What follows belongs to an exercise in optimizing a design on an open flow for small area, a short achievable clock period and few clock cycles per item; a production flow would make more cautious choices.
Function was checked by simulation only, so behaviour that the tests miss may differ from the original.
Power figures rest on the tool's default switching activity, not on a simulated workload.

==> design.v <==
package move_sort_pkg;
   localparam int EVAL_WIDTH = 16;
   typedef logic [EVAL_WIDTH-1:0] eval_t;
   typedef logic [5:0] square_t;
   typedef struct packed {
      square_t from_sq;
      square_t to_sq;
      logic    white_in_check;
      logic    black_in_check;
      eval_t   eval;
   } move_entry_t;
   localparam int ENTRY_WIDTH = 2 * 6 + 2 + EVAL_WIDTH;
   typedef enum logic [2:0] {
      idle,
      outer_init,
      read_wait,
      compare,
      inner,
      outer_check,
      done
   } sort_state_t;
endpackage
`timescale 1ns/10ps
module move_list_top (
   input  logic        clk,
   input  logic        reset,
   input  logic        list_open,
   input  logic        list_close,
   input  logic        move_valid,
   input  logic [29:0] move_in,
   input  logic        white_to_move,
   output logic        out_valid,
   output logic [29:0] out_entry,
   output logic        out_last,
   output logic        list_done,
   output logic        overflow
);
   localparam int N = 31;
   logic              list_is_open;
   logic              closed;
   logic [4:0]        fill;
   logic              white;
   logic              pv;
   logic [29:0]       p;
   logic [16:0]       pkn;
   logic              qv;
   logic [29:0]       q;
   logic [29:0]       e [0:N-1];
   logic [N-1:0]      v;
   logic              accept;
   logic              keep;
   function automatic logic [29:0] xf(input logic [29:0] m, input logic w);
      xf[29:18] = m[29:18];
      xf[17]    = w ? m[17] : m[16];
      xf[16]    = w ? m[16] : m[17];
      xf[15:0]  = m[15:0] ^ (w ? 16'h8000 : 16'h7fff);
   endfunction
   function automatic logic key_gt(input logic [16:0] a, input logic [16:0] b);
      logic c;
      c = 1'b0;
      for (int k = 0; k < 17; k++)
         c = (a[k] & ~b[k]) | (a[k] & c) | (~b[k] & c);
      key_gt = c;
   endfunction
   function automatic logic [16:0] key(input logic [29:0] m);
      key = {m[15:0], m[16]};
   endfunction
   assign accept   = list_is_open && move_valid;
   assign keep     = accept && fill != 5'(N);
   logic closed_nx;
   logic pv_nx;
   logic qv_nx;
   logic draining;
   logic first;
   logic [4:0]   rp;
   logic [N-1:0] rsel;
   always_comb
   begin
      closed_nx = closed;
      if (list_close && list_is_open)
         closed_nx = 1'b1;
      if (list_done)
         closed_nx = 1'b0;
      pv_nx    = keep;
      qv_nx    = pv;
      first    = closed && !pv && !draining;
   end
   always_ff @(posedge clk)
   begin
      if (reset)
      begin
         list_is_open <= 1'b0;
         closed       <= 1'b0;
         draining     <= 1'b0;
         fill         <= '0;
         overflow     <= 1'b0;
         pv           <= 1'b0;
         qv           <= 1'b0;
      end
      else
      begin
         pv       <= pv_nx;
         qv       <= qv_nx;
         closed   <= closed_nx;
         if (list_done)
            draining <= 1'b0;
         else if (first)
            draining <= 1'b1;
         if (keep)
            fill <= fill + 1'b1;
         if (accept && fill == 5'(N))
            overflow <= 1'b1;
         if (list_open)
         begin
            list_is_open <= 1'b1;
            fill         <= '0;
            overflow     <= 1'b0;
         end
         else if (list_close)
            list_is_open <= 1'b0;
      end
   end
   always_ff @(posedge clk)
   begin
      if (list_open)
         white <= white_to_move;
      p <= xf(move_in, white_to_move);
      pkn <= ~key(xf(move_in, white_to_move));
      q <= p;
   end
   logic [N-1:0] dd;
   logic         x;
   logic [N-1:0] ddr;
   logic         xr;
   always_comb
   begin
      for (int i = 0; i < N; i++)
         dd[i] = !v[i] || key_gt(i < N / 2 ? key(p) : ~pkn, key(e[i]));
      x = key_gt(key(p), key(q));
   end
   always_ff @(posedge clk)
   begin
      ddr <= dd;
      xr  <= x;
   end
   logic [N-1:0] c;
   logic [N-1:0] sl;
   logic [N-1:0] sp;
   logic [N-1:0] slr;
   logic [N-1:0] spr;
   always_comb
   begin
      for (int i = 0; i < N; i++)
      begin
         if (slr[i])
            c[i] = ddr[i > 0 ? i - 1 : 0];
         else if (spr[i])
            c[i] = xr;
         else
            c[i] = ddr[i];
      end
      for (int i = 0; i < N; i++)
      begin
         sl[i] = qv && c[i] && (i > 0 ? c[i-1] : 1'b0);
         sp[i] = qv && c[i] && !(i > 0 ? c[i-1] : 1'b0);
      end
   end
   always_ff @(posedge clk)
   begin
      slr <= sl;
      spr <= sp;
   end
   logic [N-1:0] sel_h;
   logic [29:0]  e_nx [0:N-1];
   always_comb
   begin
      for (int i = 0; i < N; i++)
      begin
         sel_h[i] = !(sl[i] || sp[i]);
         e_nx[i]  = ({30{sl[i]}} & (i > 0 ? e[i-1] : '0)) |
                    ({30{sp[i]}} & q) |
                    ({30{sel_h[i]}} & e[i]);
      end
   end
   logic [4:0] used;
   always_ff @(posedge clk)
   begin
      if (reset || list_open)
         used <= '0;
      else if (qv)
         used <= used + 1'b1;
   end
   always_comb
   begin
      for (int i = 0; i < N; i++)
         v[i] = 5'(i) < used;
   end
   always_ff @(posedge clk)
   begin
      for (int i = 0; i < N; i++)
         e[i] <= e_nx[i];
   end
   logic [29:0] rd;
   always_comb
   begin
      rd = '0;
      for (int i = 1; i < N; i++)
         rd = rd | ({30{rsel[i]}} & e[i]);
      if (first)
         rd = e_nx[0];
   end
   always_ff @(posedge clk)
   begin
      out_entry <= xf(rd, white);
      if (first)
      begin
         rp   <= 5'd1;
         rsel <= N'(2);
      end
      else
      begin
         rp   <= rp + 1'b1;
         rsel <= {rsel[N-2:0], 1'b0};
      end
   end
   always_ff @(posedge clk)
   begin
      if (reset)
      begin
         out_valid <= 1'b0;
         out_last  <= 1'b0;
         list_done <= 1'b0;
      end
      else if (first)
      begin
         out_valid <= fill != 5'd0;
         out_last  <= fill == 5'd1;
         list_done <= fill <= 5'd1;
      end
      else if (draining && !list_done)
      begin
         out_valid <= rp < fill;
         out_last  <= rp == fill - 1'b1;
         list_done <= rp >= fill - 1'b1;
      end
      else
      begin
         out_valid <= 1'b0;
         out_last  <= 1'b0;
         list_done <= 1'b0;
      end
   end
endmodule
==> flow/run.sh <==
#!/bin/bash
# The standard layout (standard.sh: the standard synthesis and the ORFS
# flow), with one change: the input and output port buffers are buf_4 cells
# rather than the delay-cell buffer that buffer_ports picks by default.
# The full tool output goes to standard.log in this folder.
set -uo pipefail
bash standard.sh BUFFER_PORTS_ARGS="-buffer_cell sky130_fd_sc_hd__buf_4" finish > standard.log 2>&1
status=$?
tail -40 standard.log
exit $status
==> standard.sh <==
#!/bin/bash
# synth_recipe.tcl (not shown) runs the flow's synth.tcl, then flattens the netlist and writes it again
# the make line also repeats each setting of config.mk as NAME=value (left out here)
make -C /OpenROAD-flow-scripts/flow DESIGN_CONFIG=/design/flow/config.mk WORK_HOME=/design/flow/orfs CLKGATE_MAP_FILE= SYNTH_SCRIPT=/design/flow/synth_recipe.tcl "${@:-finish}"
==> config.mk <==
export PLATFORM = sky130hd
export DESIGN_NAME = move_list_top
export DESIGN_NICKNAME = move_list_top
export VERILOG_FILES = /design/flow/design.v
export SDC_FILE = /design/flow/constraint.sdc
export NUM_CORES = 4
export LEC_CHECK = 0
export CAP_MARGIN = 20
export CORE_MARGIN = 2
export CORE_UTILIZATION = 30
export SETUP_SLACK_MARGIN = 3.4
export SLEW_MARGIN = 20
==> constraint.sdc <==
create_clock -name core_clock -period 6.0 [get_ports {clk}]
set_input_delay 1.2000 -clock core_clock [delete_from_list [all_inputs] [get_ports {clk}]]
set_output_delay 1.2000 -clock core_clock [all_outputs]
set_load 0.01 [all_outputs]
==> results of run 1 <==
-- stage by stage --
| stage | total power, uW | hold WS (ns) |
|---|---|---|
| floorplan | 16190 | 0.3096 |
| global placement | 19720 | 0.3113 |
| detailed placement | 19890 | 0.3121 |
| CTS | 28670 | 0.3293 |
| global route | 30210 | 0.3331 |
| finish | 29190 | 0.3260 |
-- layer usage --
metal  share of wire [%]  global-route usage, %
met4                 8.0                  19.91
met2                  41                  44.02
met1                  39                  39.06
met5               0.020                      0
met3                  12                  8.813
-- sequential cells by signal, indices dropped and copies added (netlist names), 17 cells and up --
name,cells
out_entry,30
pkn,17
spr,31
e,930
ddr,31
p,30
rsel,30
q,30
slr,30
-- kinds of logic (layout without fill, tap and decap cells) --
logic type	after synthesis	count (layout)	synth area share, %
flops	1185	1185	41.39
simple gates	1521	1526	11.24
xor+xnor	45	45	0.6874
compound gates	2097	2097	23.56
mux	908	908	15.86
fa+ha+maj	129	129	2.339
buf+inv	749	633	4.925
other cells	0	8	0
-- critical path: cells and delay by family (launching register included) --
| kind | cells | cell delay [ns] |
|---|---|---|
| compound gates | 3 | 0.56 |
| buf+inv | 1 | 0.53 |
| flops | 1 | 0.95 |
| simple gates | 1 | 0.18 |
| xor+xnor | 1 | 0.32 |
-- cell usage after synthesis, types with 66 or more instances --
master / instances / area [um2]
dfxtp_1: 1184 / 23700
nand2_1: 1036 / 3889
o21ai_0: 982 / 4915
mux2i_1: 902 / 9029
clkbuf_1: 575 / 2158
a221oi_1: 257 / 2251
a22o_1: 211 / 1848
a21oi_1: 183 / 915.9
nor2_1: 183 / 686.9
o22ai_1: 131 / 819.5
inv_1: 123 / 461.7
maj3_1: 106 / 1061
nor2b_1: 80 / 500.5
nand4_1: 67 / 419.2
a22oi_1: 66 / 495.5
-- worst max path at each step --
stage | from | end | slack (ns) | cells after the start
floorplan | white_to_move | pkn[10]$_DFF_P_ | 3.62 | 4
global placement | xr$_DFF_P_ | e[7][28]$_DFF_P_ | 2.68 | 8
detailed placement | xr$_DFF_P_ | e[7][23]$_DFF_P_ | 2.68 | 8
CTS | used[1]$_SDFFE_PP0P_ | ddr[26]$_DFF_P_ | 3.40 | 6
global route | rsel[23]$_SDFF_PP0_ | out_entry[2]$_DFF_P_ | 3.33 | 6
finish | rsel[11]$_SDFF_PP0_ | out_entry[15]$_DFF_P_ | 3.31 | 6
-- area by class of cell --
cell class,instances,share of cell area [%]
diodes,8,0.03038
clock buffers,186,5.797
clock inverters,56,1.185
inverters,127,0.7747
multi-input cells,4705,48.01
flip-flops and latches,1185,36.18
well taps,2511,4.768
repair buffers,261,3.237
repair inverters,3,0.02279
-- power by group --
group | switching (uW) | leakage (uW) | internal (uW)
Clock | 3730 | 0.00225 | 5060
Combinational | 3720 | 0.0110 | 2720
Sequential | 3820 | 0.00990 | 10100
Total | 11300 | 0.0232 | 17900
-- what timing repair did --
action / 4_1_cts / 5_1_grt
setup endpoints to repair: 708 / 214
hold buffers: 0 / 0
setup buffers: 5 / 16
gates cloned: 6 / 4
pin swaps: 2 / 5
gates resized for setup: 87 / 55
==> run_results.csv, run 1 <==
group,metric,value,unit
outcome,outcome,"timing/DRC/antenna clean",
detailed_routing,viasPerCell,6.179,
die,die-area,194600,um2
power,p_leak,0.02317,uW
worst_setup_path,r2r_start,"rsel[11]$_SDFF_PP0_",
detailed_routing,dr.pass1.iters,8,
detailed_routing,finalWirelength,308100,um
timing,drv_slew,0,
synthesis,synth_cells,6634,
synthesis,ys.flop_type,"dfxtp_1",
layout,layout_commonest_cell,"dfxtp_1",
place,hpwl,197300,um
timing,clock_skew,0.03385,ns
detailed_routing,drc,0,
layout,regArea,23840,um2
timing,fin_crit,2.687,ns
cts,root_buffer,"clkbuf_16",
detailed_routing,post_drt_wl_per_cell,34.08,um
layout,layout_common_cells,"dfxtp_1, nand2_1, o21ai_0",
die,boundaryPins,70,
grt,grt_pass1_wl,417600,um
detailed_routing,ant_nets,0,
die,coreArea,190000,um2
cts,clk_latency,0.83,ns
worst_setup_path,cp-start-kind,"register",
die,die_x,441.2,um
layout,syn_to_final_growth,14.92,%
timing,setup_ws,3.313,ns
timing,fmax,372.1,MHz
worst_setup_path,path_cells,"buf_4 -> a22o_1 -> a221oi_1 -> nand4_1 -> o22a_1 -> xor2_1",
layout,multi_input_area,31640,um2
grt,first_global_vias,51100,
timing,rsz0062_at_grt,"yes",
layout,design_area,65900,um2
run,max_cap_viol_count,0,
power,powerDensity,443.0,nW/um2
hold_path,hold_end,"q[24]$_DFF_P_",
worst_setup_path,crit_fanout,17,
detailed_routing,vias,55870,
place,post-place-cells,8761,
timing,worst_pin_slew,1.174,ns
grt,grt_overflow_total,0,
layout,fin_util,34.69,%
cts,cts_tree,"built",
hold_path,min_path_cells,0,
worst_setup_path,r2r_cells,6,
worst_setup_path,slowest_stage,"dfxtp_2",
cts,clockBufferDepth,3,
synthesis,synth_edf_count,1,
worst_setup_path,r2r_end,"out_entry[15]$_DFF_P_",
hold_path,min_from,"p[24]$_DFF_P_",
cts,cts_max_level,4,
timing,timing.final.crit_share,44.79,%
die,die_h,441.2,um
cts,clkSinkCount,1185,
worst_setup_path,cp.required,6.69,ns
place,place_area,60420,um2
grt,gr-usage-all-layers,30.37,%
place,portBuffers,69,
power,peakVddDrop,0.3776,mV
timing,slew_headroom,21.65,%
grt,antenna_found_initial,11,
layout,finalNetCount,6470,
worst_setup_path,worstPathArrival,3.38,ns
layout,n_fill_cell,19220,
synthesis,synth_area,57340,um2
synthesis,yosysSeqAreaShare,41.39,%
die,rows,160,
layout,drive_gt1_share,10.64,%
timing,tns,0,ns
synthesis,ys_ff_latch,1185,
hold_path,min_path_type,"reg2reg",
worst_setup_path,worst-r2r-setup-slack,3.31,ns
timing,final_hold_viol_count,0,
worst_setup_path,critPathKind,"reg2reg",
layout,final_cell_count_no_fill,9042,
synthesis,yosys_warnings,3,
synthesis,synth_cell_types,63,
synthesis,syn_avg_cell_area,8.643,um2
cts,clkTransAtPathRegs,0.06,ns
synthesis,async_flop_share,0,%
worst_setup_path,endpoint_kind,"register",
detailed_routing,drt_iter0_drc,8490,
place,gp_congestion,1.027,
cts,numCtsBuffers,134,
timing,setup_violations,0,
place,dp_slack,2.678,ns
grt,grt_max_degree,63,
synthesis,synth_fp_nets,6687,
die,start_util,30.18,%
worst_setup_path,critPathMaxStageDelay,0.95,ns
Testbench counts, summed over its fixed seeds: cycles 6,314, lists 160.
==> run 2: changes to the inputs <==
--- a/config.mk
+++ b/config.mk
@@ -8,5 +8,7 @@
 export CAP_MARGIN = 20
 export CORE_MARGIN = 2
 export CORE_UTILIZATION = 30
+export CTS_CLUSTER_DIAMETER = 60
+export CTS_CLUSTER_SIZE = 24
 export SETUP_SLACK_MARGIN = 3.4
 export SLEW_MARGIN = 20
==> run 2 against run 1 <==
  * Highest routed layer unchanged
  * Flip-flop and latch count stayed put
  * Clock skew increased by 0.0013 ns
  * Non-clock buffer count grew 11
  * Total power decreased by 2.4%
  * Combinational power barely moved
  * Critical path type unchanged
  * Sequential power hardly changed
  * Final cell count down 0.24%
  * Clock power is 7.9% lower
  * Setup slack worse by 0.0036 ns
  * Register-to-register slack hardly changed
==> run_results.csv, run 2 <==
group,metric,value,unit
layout,layout_commonest_cell,"dfxtp_1",
hold_path,min_path_type,"reg2reg",
die,die-area,194600,um2
detailed_routing,met1_length,119600,um
power,peakVddDrop,0.2865,mV
cts,clkTransAtPathRegs,0.09,ns
timing,fin_crit,2.691,ns
synthesis,synth_cells,6634,
synthesis,synth_cell_types,63,
layout,n_fill_cell,19280,
worst_setup_path,worstPathArrival,3.36,ns
layout,syn_to_final_growth,14.34,%
timing,clock_skew,0.03516,ns
detailed_routing,met2_length,126200,um
layout,reg_top3,"e: 930 flops, ddr: 31 flops, spr: 31 flops",
worst_setup_path,cp.depth,5,
cts,root_buffer,"clkbuf_16",
synthesis,synth_area,57340,um2
synthesis,synth_edf_count,1,
worst_setup_path,path_cells,"buf_4 -> a221oi_2 -> nand4_1 -> o22a_1 -> xor2_1",
cts,clockBufferDepth,3,
timing,setup_violations,0,
synthesis,yosysMostFrequentCell,"dfxtp_1",
synthesis,syn_avg_cell_area,8.643,um2
worst_setup_path,r2r_start,"rsel[6]$_SDFF_PP0_",
worst_setup_path,crit_family,"compound AO/OA/AOI/OAI gates",
layout,final_cell_count_no_fill,9020,
timing,slew_headroom,19.32,%
cts,clkSinkCount,1185,
layout,largest_reg_flops,930,
worst_setup_path,r2r_end,"out_entry[15]$_DFF_P_",
detailed_routing,post_drt_wl_per_cell,33.88,um
die,die_h,441.2,um
detailed_routing,vias,55690,
layout,largest-register,"e",
worst_setup_path,crit_buf_inv,1,
place,place_area,60420,um2
power,p_leak,0.02299,uW
synthesis,synthTopCellsByArea,"dfxtp_1, mux2i_1, o21ai_0",
synthesis,netlist.area_leader.share,41.34,%
cts,clk_latency,0.79,ns
layout,drive_gt1_share,10.75,%
timing,timing.final.crit_share,44.85,%
die,boundaryPins,70,
worst_setup_path,slowest_stage,"a221oi_2",
synthesis,async_flop_share,0,%
layout,design_area,65570,um2
die,die_x,441.2,um
cts,cts_max_level,3,
cts,numCtsBuffers,110,
detailed_routing,drt_iter0_drc,8347,
worst_setup_path,endpoint,"out_entry[15]$_DFF_P_",
worst_setup_path,critPathKind,"reg2reg",
die,coreArea,190000,um2
die,start_util,30.18,%
outcome,outcome,"timing/DRC/antenna clean",
grt,grt_max_degree,63,
worst_setup_path,crit_fanout,19,
worst_setup_path,startpoint,"rsel[6]$_SDFF_PP0_",
worst_setup_path,r2r_cells,5,
detailed_routing,wl_met3,36320,um
run,max_cap_viol_count,0,
synthesis,yosysSeqAreaShare,41.39,%
detailed_routing,dr.pass1.iters,10,
die,rows,160,
worst_setup_path,cp.required,6.67,ns
timing,tns,0,ns
worst_setup_path,endpoint_kind,"register",
synthesis,yosys_warnings,3,
detailed_routing,topRoutingLayerUsed,"met5",
layout,layout_common_cells,"dfxtp_1, nand2_1, o21ai_0",
timing,drv_slew,0,
grt,grt_pass1_wl,416300,um
detailed_routing,ant_nets,0,
worst_setup_path,worst-r2r-setup-slack,3.31,ns
synthesis,ys_ff_latch,1185,
grt,gr-usage-all-layers,30.18,%
worst_setup_path,critPathMaxStageDelay,0.72,ns
grt,antenna_found_initial,12,
place,hpwl,197300,um
timing,rsz0062_at_grt,"yes",
place,portBuffers,69,
synthesis,ys.flop_type,"dfxtp_1",
grt,grt_overflow_total,0,
layout,finalNetCount,6456,
power,powerDensity,434.5,nW/um2
cts,cts_tree,"built",
timing,final_hold_viol_count,0,
synthesis,yosysTopAreaCell,"dfxtp_1",
synthesis,synthTopCellsByCount,"dfxtp_1, nand2_1, o21ai_0",
synthesis,synth_fp_nets,6687,
detailed_routing,viasPerCell,6.174,
place,gp_congestion,1.027,
timing,worst_pin_slew,1.210,ns
timing,fmax,371.6,MHz
worst_setup_path,cp-start-kind,"register",
detailed_routing,finalWirelength,305600,um
detailed_routing,drc,0,
place,post-place-cells,8761,
grt,first_global_vias,50830,
==> run 2: how the worst min path moves through the flow <==
stage          slack, ns     startpoint  cells after the start            end
5_1_grt             0.34  p[21]$_DFF_P_                      0  q[21]$_DFF_P_
6_report            0.33  p[28]$_DFF_P_                      0  q[28]$_DFF_P_
4_1_cts             0.33  p[19]$_DFF_P_                      0  q[19]$_DFF_P_
3_5_place_dp        0.31  p[25]$_DFF_P_                      0  q[25]$_DFF_P_
2_1_floorplan       0.31  p[17]$_DFF_P_                      0  q[17]$_DFF_P_
3_3_place_gp        0.31  p[27]$_DFF_P_                      0  q[27]$_DFF_P_
==> run 2: final cells by class <==
cell class	instances	area (um2)	share of cell area, %
multi-input cells	4704	31650	48.27
flip-flops and latches	1185	23840	36.36
well taps	2511	3142	4.792
clock buffers	116	2870	4.378
repair buffers	272	2251	3.433
clock inverters	93	1266	1.931
inverters	127	513.0	0.7824
diodes	9	22.52	0.03435
repair inverters	3	15.01	0.02290
==> run 2: repair_timing <==
| item | 4_1_cts | 5_1_grt |
|---|---|---|
| setup endpoints to repair | 713 | 193 |
| cloned | 6 | 2 |
| resized for setup | 90 | 62 |
| setup buffers | 4 | 29 |
| hold buffers | 0 | 0 |
| pin swaps | 2 | 7 |
==> run 2: cells by family after synthesis <==
kind of cell | count (synthesis) | synth area share, %
AOI/OAI and AO/OA | 2097 | 23.56
and+or+nand+nor | 1521 | 11.24
DFF | 1185 | 41.39
muxes | 908 | 15.86
buffers and inverters | 749 | 4.925
adders and majority gates | 129 | 2.339
xor gates and xnor gates | 45 | 0.6874
==> run 2: per-layer routing <==
layer	vias to the layer above	GRT usage (%)
met5	-	0
met2	4150	44.07
met4	10	20.09
met1	26700	38.99
met3	1086	7.878
li1	23750	-
==> run 2: where the power goes <==
group | total (uW) | switching [uW] | internal [uW] | leakage [uW]
Clock | 8090 | 4130 | 3960 | 0.00200
Sequential | 13900 | 3800 | 10100 | 0.00990
Combinational | 6460 | 3730 | 2730 | 0.0111
Total | 28500 | 11700 | 16800 | 0.0230
==> run 2: stage by stage <==
stage	hold slack [ns]	worst slack [ns]	utilization [%]	total power (uW)
3_5_place_dp	0.3121	2.678	31.80	19890
5_1_grt	0.3356	3.350	34.50	29480
6_report	0.3289	3.309	34.51	28490
2_1_floorplan	0.3096	3.620	-	16190
4_1_cts	0.3317	3.397	34.21	27950
3_3_place_gp	0.3113	2.681	31.80	19720
==> run 2: worst reg2reg max path, stage by stage (launching register included) <==
cell and delay (ns):
dfxtp_2 0.57, buf_4 0.43, a221oi_2 0.77, nand4_1 0.24
o22a_1 0.28, xor2_1 0.29
==> run 3: changes to the inputs <==
--- a/design.v
+++ b/design.v
@@ -200,27 +200,36 @@
       for (int i = 0; i < N; i++)
          e[i] <= e_nx[i];
    end
-   logic [29:0] rd;
-   always_comb
-   begin
-      rd = '0;
+   logic [29:0]  rd;
+   logic [N-1:0] rseln;
+   always_comb
+   begin
+      rd = {30{first}} & e_nx[0];
       for (int i = 1; i < N; i++)
-         rd = rd | ({30{rsel[i]}} & e[i]);
-      if (first)
-         rd = e_nx[0];
+      begin
+         rd[14:0]  = rd[14:0]  | ({15{rsel[i]}} & e[i][14:0]);
+         rd[29:15] = rd[29:15] | ({15{~rseln[i]}} & e[i][29:15]);
+      end
    end
    always_ff @(posedge clk)
    begin
       out_entry <= xf(rd, white);
       if (first)
       begin
-         rp   <= 5'd1;
-         rsel <= N'(2);
+         rp    <= 5'd1;
+         rsel  <= N'(2);
+         rseln <= {{(N-2){1'b1}}, 2'b01};
+      end
+      else if (draining)
+      begin
+         rp    <= rp + 1'b1;
+         rsel  <= {rsel[N-2:0], 1'b0};
+         rseln <= {rseln[N-2:0], 1'b1};
       end
       else
       begin
-         rp   <= rp + 1'b1;
-         rsel <= {rsel[N-2:0], 1'b0};
+         rsel  <= '0;
+         rseln <= '1;
       end
    end
    always_ff @(posedge clk)
--- a/config.mk
+++ b/config.mk
@@ -8,7 +8,5 @@
 export CAP_MARGIN = 20
 export CORE_MARGIN = 2
 export CORE_UTILIZATION = 30
-export CTS_CLUSTER_DIAMETER = 60
-export CTS_CLUSTER_SIZE = 24
 export SETUP_SLACK_MARGIN = 3.4
 export SLEW_MARGIN = 20
==> run 3 against run 2 <==
  * Register-to-register slack worse by 0.04 ns
  * Final area up 3.1%
  * Die area up 2.5%
  * Critical path type unchanged
  * Hold slack worse by 0.0031 ns
  * First-iteration DRC count increased by 3.3%
  * Global-route usage shrank 2.1 points
  * Routed wire length down 4.5%
  * Largest power group unchanged
==> run_results.csv, run 3 <==
group,metric,value,unit
die,boundaryPins,70,
timing,drv_slew,0,
grt,gr-usage-all-layers,28.11,%
grt,grt_max_degree,66,
place,place_area,61810,um2
layout,layout_commonest_cell,"dfxtp_1",
hold_path,min_path_cells,0,
detailed_routing,drc,0,
synthesis,synth_edf_count,1,
die,start_util,30.17,%
hold_path,min_from,"p[28]$_DFF_P_",
detailed_routing,drt_iter0_drc,8621,
power,p_leak,0.02154,uW
timing,final_hold_viol_count,0,
layout,largest_reg_flops,930,
worst_setup_path,path_cells,"inv_1 -> a22o_1 -> a221oi_1 -> o2111ai_1 -> o211ai_1",
place,gp_congestion,1.052,
cts,clkSinkCount,1215,
layout,fin_util,34.69,%
cts,cts_max_level,4,
worst_setup_path,slowest_stage,"a221oi_1",
worst_setup_path,worstPathArrival,3.47,ns
detailed_routing,viasPerCell,6.037,
worst_setup_path,crit_family,"compound AO/OA/AOI/OAI gates",
cts,clk_latency,0.84,ns
synthesis,synth_top_family_by_area,"compound AO/OA/AOI/OAI gates",
detailed_routing,vias,56140,
timing,timing.final.crit_share,45.55,%
detailed_routing,ant_nets,0,
synthesis,async_flop_share,0,%
die,rows,162,
die,die_x,446.6,um
place,hpwl,194400,um
layout,design_area,67570,um2
worst_setup_path,crit_fanout,9,
grt,grt_overflow_total,0,
worst_setup_path,r2r_end,"ddr[11]$_DFF_P_",
layout,n_fill_cell,19930,
layout,layout_common_cells,"dfxtp_1, nand2_1, o21ai_0",
grt,grt_pass1_wl,401700,um
synthesis,netlist.area_leader.share,41.36,%
detailed_routing,dr.pass1.iters,9,
synthesis,yosysMostFrequentCell,"dfxtp_1",
worst_setup_path,cp-start-kind,"register",
layout,finalNetCount,6616,
cts,root_buffer,"clkbuf_16",
synthesis,synthAdderAreaFrac,1.350,%
hold_path,min_path_type,"reg2reg",
synthesis,ys_ff_latch,1215,
cts,clkTransAtPathRegs,0.06,ns
timing,tns,0,ns
timing,clock_skew,0.05079,ns
cts,hold_buffers,0,
synthesis,synth_simple_gate_area_share,11.71,%
worst_setup_path,cp.required,6.74,ns
synthesis,ys.flop_type,"dfxtp_1",
synthesis,synth_area,58760,um2
cts,clockBufferDepth,3,
timing,fin_crit,2.733,ns
worst_setup_path,critPathKind,"reg2reg",
synthesis,synth_xor_area_share,0.6707,%
layout,drive_gt1_share,10.53,%
worst_setup_path,crit_buf_inv,1,
worst_setup_path,worst-r2r-setup-slack,3.27,ns
synthesis,synthTopCellsByArea,"dfxtp_1, mux2i_1, o21ai_0",
worst_setup_path,critPathMaxStageDelay,0.76,ns
synthesis,synthTopCellsByCount,"dfxtp_1, nand2_1, o21ai_0",
hold_path,hold_end,"q[28]$_DFF_P_",
synthesis,synth_fp_nets,6821,
worst_setup_path,endpoint_kind,"register",
timing,whs,0.3258,ns
timing,fmax,365.9,MHz
cts,cts_tree,"built",
synthesis,synth_cell_types,74,
synthesis,yosys-mux-area-fraction,15.93,%
synthesis,yosysSeqAreaShare,41.41,%
layout,multi_input_area,32020,um2
layout,reg_top3,"e: 930 flops, ddr: 31 flops, spr: 31 flops",
layout,regArea,24420,um2
synthesis,yosys_warnings,3,
timing,slew_headroom,17.50,%
run,max_cap_viol_count,0,
detailed_routing,finalWirelength,291900,um
timing,worst_pin_slew,1.237,ns
cts,numCtsBuffers,141,
detailed_routing,post_drt_wl_per_cell,31.39,um
grt,first_global_vias,51340,
outcome,outcome,"timing/DRC/antenna clean",
worst_setup_path,r2r_cells,5,
power,peakVddDrop,0.2541,mV
synthesis,synth-compound-area-share,23.63,%
layout,syn_to_final_growth,14.99,%
grt,antenna_found_initial,12,
worst_setup_path,r2r_start,"p[13]$_DFF_P_",
place,portBuffers,69,
layout,largest-register,"e",
worst_setup_path,startpoint,"p[13]$_DFF_P_",
synthesis,syn_avg_cell_area,8.682,um2
synthesis,yosysTopAreaCell,"dfxtp_1",
die,die_h,446.6,um
synthesis,synth_cells,6768,
die,die-area,199400,um2
timing,setup_violations,0,
timing,rsz0062_at_grt,"yes",
power,powerDensity,318.6,nW/um2
die,coreArea,194800,um2
==> run 3: worst max-delay path by stage <==
stage / depth (start not counted) / end / slack (ns)
final: 5 / ddr[11]$_DFF_P_ / 3.27
after global routing: 7 / out_entry[26]$_DFF_P_ / 3.37
after CTS: 1 / out_entry[12] / 3.35
after detailed placement: 7 / e[1][10]$_DFF_P_ / 2.43
after global placement: 7 / e[1][6]$_DFF_P_ / 2.45
after floorplan: 4 / pkn[10]$_DFF_P_ / 3.62
==> run 3: routing by layer <==
metal  up-vias  track usage, %  share of wire (%)
met5         -               0              0.029
met4        14           17.50                7.2
met3       939           7.947                 12
met2      3704           40.67                 41
met1     27310           36.66                 40
li1      24170               -                  -
==> run 3: repair_timing <==
action	in CTS	in global routing
setup endpoints to repair	729	232
gates cloned	5	1
pin swaps	6	7
buffers inserted	7	13
gates resized for setup	120	48
==> run 3: through the flow <==
stage,worst slack (ns),cells,total power [uW]
after floorplan,3.620,6768,10910
after global placement,2.452,9018,12090
after detailed placement,2.431,9018,12150
after CTS,3.348,9283,21420
after global routing,3.367,9297,22110
final,3.267,9299,21530
==> run 3: cell type report <==
cell class	instances	share of cell area, %
multi-input cells	4781	47.39
flip-flops and latches	1215	36.13
clock buffers	193	5.911
well taps	2624	4.859
repair buffers	270	3.353
clock inverters	60	1.441
inverters	152	0.8907
repair inverters	2	0.01481
diodes	2	0.007407
==> run 3: cells by family after synthesis <==
family / count (synthesis)
AO/OA/AOI/OAI: 2142
XOR/XNOR: 45
adder cells (fa/ha/maj): 75
buffers and inverters: 776
flip-flops: 1215
multiplexers: 928
AND/OR/NAND/NOR: 1587
==> run 3: worst reg2reg max path, cell delays in order, from the launching register on <==
cell	delay (ns)
dfxtp_1	0.48
inv_1	0.24
a22o_1	0.30
a221oi_1	0.76
o2111ai_1	0.54
o211ai_1	0.32
==> run 3: power breakdown <==
| part | leakage, uW | switching (uW) | internal [uW] |
|---|---|---|---|
| combinational | 0.00922 | 1580 | 953 |
| sequential | 0.00989 | 994 | 8660 |
| clock | 0.00243 | 3940 | 5390 |
| total | 0.0215 | 6520 | 15000 |
Testbench counts of run 3, summed over its fixed seeds: cycles 6,314, lists 160.
==> run 4: changes to the inputs <==
--- a/config.mk
+++ b/config.mk
@@ -8,5 +8,7 @@
 export CAP_MARGIN = 20
 export CORE_MARGIN = 2
 export CORE_UTILIZATION = 30
+export CTS_CLUSTER_DIAMETER = 60
+export CTS_CLUSTER_SIZE = 24
 export SETUP_SLACK_MARGIN = 3.4
 export SLEW_MARGIN = 20
==> run 4 against run 3 <==
  * Via count down 0.65%
  * Synthesized area did not move
  * Clock skew rose by 0.0040 ns
  * Die area is the same
  * Hold slack improved by 0.0033 ns
  * Sequential share of layout area grew 0.58 points
  * Register-to-register slack better by 0.03 ns
  * Largest power group unchanged
  * First-iteration DRC count fell by 1.6%
  * Critical path type unchanged
==> run_results.csv, run 4 <==
group,metric,value,unit
layout,largest_reg_flops,930,
die,die_x,446.6,um
worst_setup_path,critPathKind,"reg2reg",
power,powerDensity,301.2,nW/um2
detailed_routing,vias,55770,
detailed_routing,finalWirelength,290400,um
layout,n_fill_cell,20040,
layout,fin_util,34.12,%
power,p_leak,0.02101,uW
synthesis,synth_cell_types,74,
place,place_area,61810,um2
worst_setup_path,endpoint_kind,"register",
outcome,outcome,"timing/DRC/antenna clean",
worst_setup_path,worst_path_most_repeated_cell,"buf_4",
cts,cts_tree,"built",
worst_setup_path,slowest_stage,"a221oi_1",
detailed_routing,ant_nets,0,
layout,design_area,66460,um2
timing,final_hold_viol_count,0,
synthesis,yosys_warnings,3,
worst_setup_path,crit_fanout,9,
worst_setup_path,critPathMaxStageDelay,0.65,ns
grt,antenna_found_initial,16,
cts,clkTransAtPathRegs,0.09,ns
timing,fin_crit,2.707,ns
run,max_cap_viol_count,0,
synthesis,synth_area,58760,um2
power,peakVddDrop,0.2527,mV
worst_setup_path,cp-start-kind,"register",
layout,layout_common_cells,"dfxtp_1, nand2_1, o21ai_0",
detailed_routing,drt_iter0_drc,8484,
place,gp_congestion,1.052,
layout,drive_gt1_share,10.07,%
layout,largest-register,"e",
cts,cts_max_level,3,
die,coreArea,194800,um2
synthesis,yosysSeqAreaShare,41.41,%
timing,timing.final.crit_share,45.11,%
grt,grt_overflow_total,0,
timing,clock_skew,0.05482,ns
timing,setup_violations,0,
timing,drv_slew,0,
grt,first_global_vias,50920,
timing,setup_ws,3.293,ns
synthesis,synth_edf_count,1,
layout,reg_top3,"e: 930 flops, ddr: 31 flops, spr: 31 flops",
detailed_routing,dr.pass1.iters,9,
timing,worst_pin_slew,1.279,ns
layout,finalNetCount,6583,
synthesis,yosysMostFrequentCell,"dfxtp_1",
worst_setup_path,path_cells,"buf_4 -> a22o_1 -> a221oi_1 -> nand4_1 -> a2111oi_2 -> buf_4 -> xor2_1",
grt,gr-usage-all-layers,27.87,%
place,hpwl,194400,um
grt,grt_max_degree,66,
synthesis,async_flop_share,0,%
layout,syn_to_final_growth,13.11,%
timing,rsz0062_at_grt,"yes",
timing,slew_headroom,14.70,%
synthesis,synth_fp_nets,6821,
cts,clk_latency,0.79,ns
synthesis,synthTopCellsByCount,"dfxtp_1, nand2_1, o21ai_0",
detailed_routing,viasPerCell,6.027,
cts,root_buffer,"clkbuf_16",
worst_setup_path,cp.required,6.71,ns
timing,fmax,369.5,MHz
synthesis,ys_ff_latch,1215,
detailed_routing,post_drt_wl_per_cell,31.38,um
layout,layout_commonest_cell,"dfxtp_1",
die,die-area,199400,um2
die,start_util,30.17,%
synthesis,ys.flop_type,"dfxtp_1",
worst_setup_path,worstPathArrival,3.42,ns
die,rows,162,
synthesis,syn_avg_cell_area,8.682,um2
place,portBuffers,69,
synthesis,synthTopCellsByArea,"dfxtp_1, mux2i_1, o21ai_0",
place,dp_slack,2.431,ns
grt,grt_pass1_wl,399100,um
die,boundaryPins,70,
timing,tns,0,ns
die,die_h,446.6,um
hold_path,min_path_type,"reg2reg",
cts,hold_buffers,0,
cts,clkSinkCount,1215,
cts,numCtsBuffers,110,
synthesis,yosysTopAreaCell,"dfxtp_1",
detailed_routing,drc,0,
synthesis,synth_cells,6768,
synthesis,netlist.area_leader.share,41.36,%
cts,clockBufferDepth,3,
-- run 4: kinds of logic after synthesis --
kind of cell / Yosys count / synth area share (%)
multiplexers: 928 / 15.93
flip-flops: 1215 / 41.41
adder cells (fa/ha/maj): 75 / 1.350
buffers and inverters: 776 / 5.302
AND/OR/NAND/NOR: 1587 / 11.71
AO/OA/AOI/OAI: 2142 / 23.63
XOR/XNOR: 45 / 0.6707
-- run 4: path summary, 6_finish.rpt --
| kind | endpoint | depth (start not counted) | start | slack [ns] |
|---|---|---|---|---|
| worst max register to register | out_entry[13]$_DFF_P_ | 7 | rsel[23]$_SDFF_PP0_ | 3.29 |
| worst min-delay path | q[21]$_DFF_P_ | 0 | p[21]$_DFF_P_ | 0.33 |
| worst max-delay path | out_entry[13]$_DFF_P_ | 7 | rsel[23]$_SDFF_PP0_ | 3.29 |
| worst min register to register | q[21]$_DFF_P_ | 0 | p[21]$_DFF_P_ | 0.33 |
-- run 4: power by group --
group,switching (uW),internal [uW]
Combinational,1570,947
Sequential,997,8650
Clock,3910,3940
-- run 4: final cells by class --
| type | instances | area, um2 | share of cell area [%] |
|---|---|---|---|
| Multi-Input combinational cell | 4781 | 31990 | 48.13 |
| Clock inverter | 88 | 1081 | 1.627 |
| Timing Repair inverter | 2 | 10.01 | 0.01506 |
| Inverter | 152 | 601.8 | 0.9055 |
| Timing Repair Buffer | 268 | 2227 | 3.351 |
| Tap cell | 2624 | 3283 | 4.940 |
| Clock buffer | 119 | 2858 | 4.300 |
| Sequential cell | 1215 | 24400 | 36.71 |
| Antenna cell | 5 | 12.51 | 0.01883 |
-- run 4: metal layers --
metal	up-vias	track usage, %	share of wire, %
met3	897	7.747	12
met5	-	0	0.11
li1	24130	-	-
met1	27010	36.45	40
met2	3723	40.71	41
met4	18	16.43	7.0
-- run 4: per-stage QoR --
step / hold slack, ns / total power (uW) / cells
6_report: 0.3291 / 20020 / 9254
5_1_grt: 0.3396 / 20580 / 9249
4_1_cts: 0.3263 / 19930 / 9235
3_3_place_gp: 0.3109 / 12090 / 9018
3_5_place_dp: 0.3150 / 12150 / 9018
2_1_floorplan: 0.3096 / 10910 / 6768
-- run 4: worst max-delay path: cells and delay by family, from the launching register on --
| family | cells | cell delay, ns |
|---|---|---|
| buffers and inverters | 2 | 0.53 |
| XOR/XNOR | 1 | 0.18 |
| flip-flops | 1 | 0.48 |
| AO/OA/AOI/OAI | 3 | 1.23 |
| AND/OR/NAND/NOR | 1 | 0.19 |
-- run 4: repair_timing --
action | in CTS | in global routing
setup endpoints to repair | 741 | 267
setup buffers | 7 | 11
resized for setup | 106 | 41
endpoints found under the hold margin | 0 | 0
pin swaps | 6 | 7
cloned | 3 | 3

-- afterwards: timing with drivers on the ports --
In the flow no input, the clock included, has a driving cell. The finished layouts below were timed again as built, in two steps.
Step 1 sets driving cells, clkbuf_16 on the clock port and buf_2 on the other inputs (assumed; they add their load-dependent delay and slew).
Step 2 times the ports against the registers' clock, not the clock port: input delays grow and output delays shrink by t, the midpoint of the rising clock arrivals with the driver on.
a / b / c = no drivers / after step 1 / after step 2; a / b = the first two.
run | t, ns | slack for setup (ns) | worst hold slack (ns) | worst setup path at the end
run 1 | 0.899 | 3.313 / 3.313 / 3.283 | 0.326 / 0.326 / 0.326 | input to register
run 2 | 0.864 | 3.309 / 3.309 / 3.264 | 0.329 / 0.329 / 0.329 | input to register
run 3 | 0.901 | 3.267 / 3.267 / 3.267 | 0.326 / 0.326 / 0.326 | register to register
run 4 | 0.851 | 3.293 / 3.293 / 3.262 | 0.329 / 0.329 / 0.329 | input to register
After both steps every run listed still meets setup and hold. The setup slack of run 2, which loses most, moves by 0.000 ns with the drivers and by -0.045 ns with both steps.
